Source: an optimization exercise on an open RTL-to-GDS flow (aim: a short achievable clock period and few clock cycles per item). Production flows keep margins and buffers that such runs may drop.
RTL that was checked went through simulation tests only; none was proved equivalent to the original.
Power and IR drop assume default switching activity.

Setup of yarrow:
// lc4_superscalar
module lc4_superscalar #(
   parameter lc4_pkg::word_t RESET_PC = 16'h8200
) (
   input  logic              gwe,
   input  logic              i_rst,
   output lc4_pkg::word_t    o_cur_pc,
   input  lc4_pkg::word_t    i_insn_a,
   input  lc4_pkg::word_t    i_insn_b,
   output logic              o_wb_we_a,
   output lc4_pkg::reg_sel_t o_wb_rd_a,
   output lc4_pkg::word_t    o_wb_data_a,
   output lc4_pkg::word_t    o_wb_pc_a,
   output logic              o_wb_we_b,
   output lc4_pkg::reg_sel_t o_wb_rd_b,
   output lc4_pkg::word_t    o_wb_data_b,
   output lc4_pkg::word_t    o_wb_pc_b
);
   lc4_pkg::word_t pc;
   logic           d_valid;
   logic           split;
   always_ff @(posedge gwe) begin
      if (i_rst) begin
         pc      <= RESET_PC;
         d_valid <= 1'b0;
      end else begin
         pc      <= split ? pc + 16'd1 : pc + 16'd2;
         d_valid <= 1'b1;
      end
   end
   assign o_cur_pc = pc;
   logic [1:0][2:0]  f_rs, f_rt, f_rd;
   logic [1:0]       f_rs_re, f_rt_re, f_dwe, f_cnst, f_sub, f_lg, f_or;
   logic [1:0][15:0] f_imm;
   lc4_decoder fdec_a_i (
      .i_insn (i_insn_a), .o_rs (f_rs[0]), .o_rt (f_rt[0]), .o_rd (f_rd[0]),
      .o_rs_re (f_rs_re[0]), .o_rt_re (f_rt_re[0]), .o_rd_we (f_dwe[0]), .o_const (f_cnst[0]),
      .o_sub (f_sub[0]), .o_logic (f_lg[0]), .o_or (f_or[0]), .o_imm (f_imm[0])
   );
   lc4_decoder fdec_b_i (
      .i_insn (i_insn_b), .o_rs (f_rs[1]), .o_rt (f_rt[1]), .o_rd (f_rd[1]),
      .o_rs_re (f_rs_re[1]), .o_rt_re (f_rt_re[1]), .o_rd_we (f_dwe[1]), .o_const (f_cnst[1]),
      .o_sub (f_sub[1]), .o_logic (f_lg[1]), .o_or (f_or[1]), .o_imm (f_imm[1])
   );
   logic [1:0][2:0]  rs, rt, rd;
   logic [1:0]       rs_re, rt_re, dwe, cnst, sub, lg, orr;
   logic [1:0][15:0] imm;
   logic [1:0][7:0]  rs_oh, rt_oh;        
   logic             own_rs, own_rt;      
  ...
export LEC_CHECK = 0
export ABC_AREA = 1
export ABC_CLOCK_PERIOD_IN_PS = 1800
export CAP_MARGIN = 20
export CORE_MARGIN = 2
export CORE_UTILIZATION = 40
export SETUP_SLACK_MARGIN = 3.2
export SLEW_MARGIN = 20
create_clock -name core_clock -period 5.0 [get_ports {gwe}]
run.sh (not shown) runs the stock make flow with config.mk's settings and CLKGATE_MAP_FILE= SYNTH_SCRIPT=/design/flow/synth_recipe.tcl, a recipe that flattens the netlist after the stock synthesis.
Here is what was changed in the inputs of lagoon compared with yarrow.
diff --git a/flow/design.v b/flow/design.v
--- a/flow/design.v
+++ b/flow/design.v
@@ -108,33 +108,40 @@
    output lc4_pkg::word_t o_rs_data_b,
    output lc4_pkg::word_t o_rt_data_b,
    input  logic [7:0]     i_wmask_a,
    input  lc4_pkg::word_t i_wdata_a,
    input  logic [7:0]     i_wmask_b,
    input  lc4_pkg::word_t i_wdata_b
 );
    lc4_pkg::word_t regs [0:lc4_pkg::NUM_REGS-1];
+   lc4_pkg::word_t view [0:lc4_pkg::NUM_REGS-1];    
+   always_comb begin
+      for (int i = 0; i < lc4_pkg::NUM_REGS; i++) begin
+         if (i_wmask_b[i])      view[i] = i_wdata_b;
+         else if (i_wmask_a[i]) view[i] = i_wdata_a;
+         else                   view[i] = regs[i];
+      end
+   end
    function automatic logic [15:0] rd_oh(input logic [7:0] sel);
       rd_oh = '0;
       for (int i = 0; i < lc4_pkg::NUM_REGS; i++) begin
-         rd_oh = rd_oh | ({16{sel[i]}} & regs[i]);
+         rd_oh = rd_oh | ({16{sel[i]}} & view[i]);
       end
    endfunction
    always_comb begin
       o_rs_data_a = rd_oh(i_rs_a);
       o_rt_data_a = rd_oh(i_rt_a);
       o_rs_data_b = rd_oh(i_rs_b);
       o_rt_data_b = rd_oh(i_rt_b);
    end
    always_ff @(posedge gwe) begin
       for (int i = 0; i < lc4_pkg::NUM_REGS; i++) begin
-         if (i_rst)             regs[i] <= '0;
-         else if (i_wmask_b[i]) regs[i] <= i_wdata_b;
-         else if (i_wmask_a[i]) regs[i] <= i_wdata_a;
+         if (i_rst) regs[i] <= '0;
+         else       regs[i] <= view[i];
       end
    end
 endmodule
 module lc4_superscalar #(
    parameter lc4_pkg::word_t RESET_PC = 16'h8200
 ) (
    input  logic              gwe,
    input  logic              i_rst,
@@ -258,43 +265,33 @@
       .i_wmask_b   (r_wmask_b), .i_wdata_b   (w_data_b)
    );
    logic [1:0][7:0] lo_res, hi_res;    
    logic [1:0][7:0] m_lo;              
    logic [1:0][7:0] r_hi;              
    function automatic logic [7:0] pick(input logic [3:0] s, input logic [7:0] v,
                                        input logic [1:0][7:0] now, input logic [1:0][7:0] old,
                                        input logic inv);
-      logic [3:0] sp, sn;
-      sp = s & {4{!inv}};
-      sn = s & {4{inv}};
-      pick = ({8{sp[G1B]}} & now[1]) | ({8{sn[G1B]}} & ~now[1]) |
-             ({8{sp[G1A]}} & now[0]) | ({8{sn[G1A]}} & ~now[0]) |
-             ({8{sp[G2B]}} & old[1]) | ({8{sn[G2B]}} & ~old[1]) |
-             ({8{sp[G2A]}} & old[0]) | ({8{sn[G2A]}} & ~old[0]) |
-             ({8{s == 4'b0}} & v);
+      if (s[G1B])      pick = now[1] ^ {8{inv}};
+      else if (s[G1A]) pick = now[0] ^ {8{inv}};
+      else if (s[G2B]) pick = old[1] ^ {8{inv}};
+      else if (s[G2A]) pick = old[0] ^ {8{inv}};
+      else             pick = v;
    endfunction
    logic [1:0][15:0] rf1, rf2, v1, v2;
    assign rf1 = {rf_rs_b, rf_rs_a};
    assign rf2 = {rf_rt_b, rf_rt_a};
-   function automatic logic [15:0] rfwd(input logic [7:0] oh, input logic [15:0] v,
-                                        input logic [7:0] ma, input logic [15:0] da,
-                                        input logic [7:0] mb, input logic [15:0] db);
-      if (|(oh & mb))      rfwd = db;
-      else if (|(oh & ma)) rfwd = da;
-      else                 rfwd = v;
-   endfunction
    always_comb begin
       for (int L = 0; L < 2; L++) begin
          if (cnst[L])                      v1[L] = 16'h0000;
          else if (L == 1 && b_rs_const)    v1[L] = imm[0];
-         else                              v1[L] = rfwd(rs_oh[L], rf1[L], r_wmask_a, w_data_a, r_wmask_b, w_data_b);
+         else                              v1[L] = rf1[L];
          if (!rt_re[L])                    v2[L] = imm[L];
          else if (L == 1 && b_rt_const)    v2[L] = imm[0];
-         else                              v2[L] = rfwd(rt_oh[L], rf2[L], r_wmask_a, w_data_a, r_wmask_b, w_data_b);
+         else                              v2[L] = rf2[L];
          v1[L] = v1[L] ^ {16{sub[L]}};      
       end
    end
    logic [1:0][15:0] x_pc, x_c1, x_c2;
    logic [1:0]       x_sub, x_lg, x_or;
    logic [1:0][3:0]  x_s1, x_s2;
    always_ff @(posedge gwe) begin
       x_we <= i_rst ? 2'b00 : issue;
[summary]
Cmp yarrow and lagoon / post-synthesis instance area / lower: lagoon
Compared lagoon vs yarrow, and filler-free cell count of the finished design is down in lagoon.
On required arrival time at the worst endpoint, the higher figure sits with lagoon, not yarrow.
Via count of the first global-routing pass (lagoon over yarrow): decrease, 3100
Worst slack at placement was higher in lagoon than in yarrow.
Per the comparison of lagoon with yarrow, combinational fraction of design power down 24 points, post-DP HPWL down 19%.
Compared with yarrow, in lagoon sequential share of layout area went up, final design area excluding fillers fell 3.8%, number of placement rows fell about 3%.
Testbench counts of lagoon, summed over its fixed seeds: cycles 7,144, insns 12,800.
Only the layout flow was run in yarrow; the RTL was not checked for function there.

[port drivers added, routing unchanged]
The flow's constraints put no driver on any port. The routed layouts listed below were extracted and timed again, unchanged, in two steps.
Step 1 sets driving cells, clkbuf_16 on the clock port and buf_2 on the other inputs (assumed; they add their load-dependent delay and slew).
Step 2, shift: input delay + t, output delay - t, t = (earliest + latest rising clock arrival at the registers) / 2. This alone moves slack from input paths to output paths.
a / b / c = ideal / step 1 / step 2; a / b = the first two.
| run | t, ns | slack for setup (ns) | worst setup path after step 2 | latest minus earliest clock arrival (ns) |
|---|---|---|---|---|
| yarrow | 0.694 | 2.686 / 2.686 / 2.448 | input to register | 0.063 / 0.063 |
| lagoon | 0.725 | 2.763 / 2.763 / 2.524 | input to register | 0.044 / 0.044 |
After both steps setup and hold are still met in every run listed. For lagoon, which loses most, drivers alone change the setup slack by 0.000 ns; drivers and shift together by -0.239 ns.
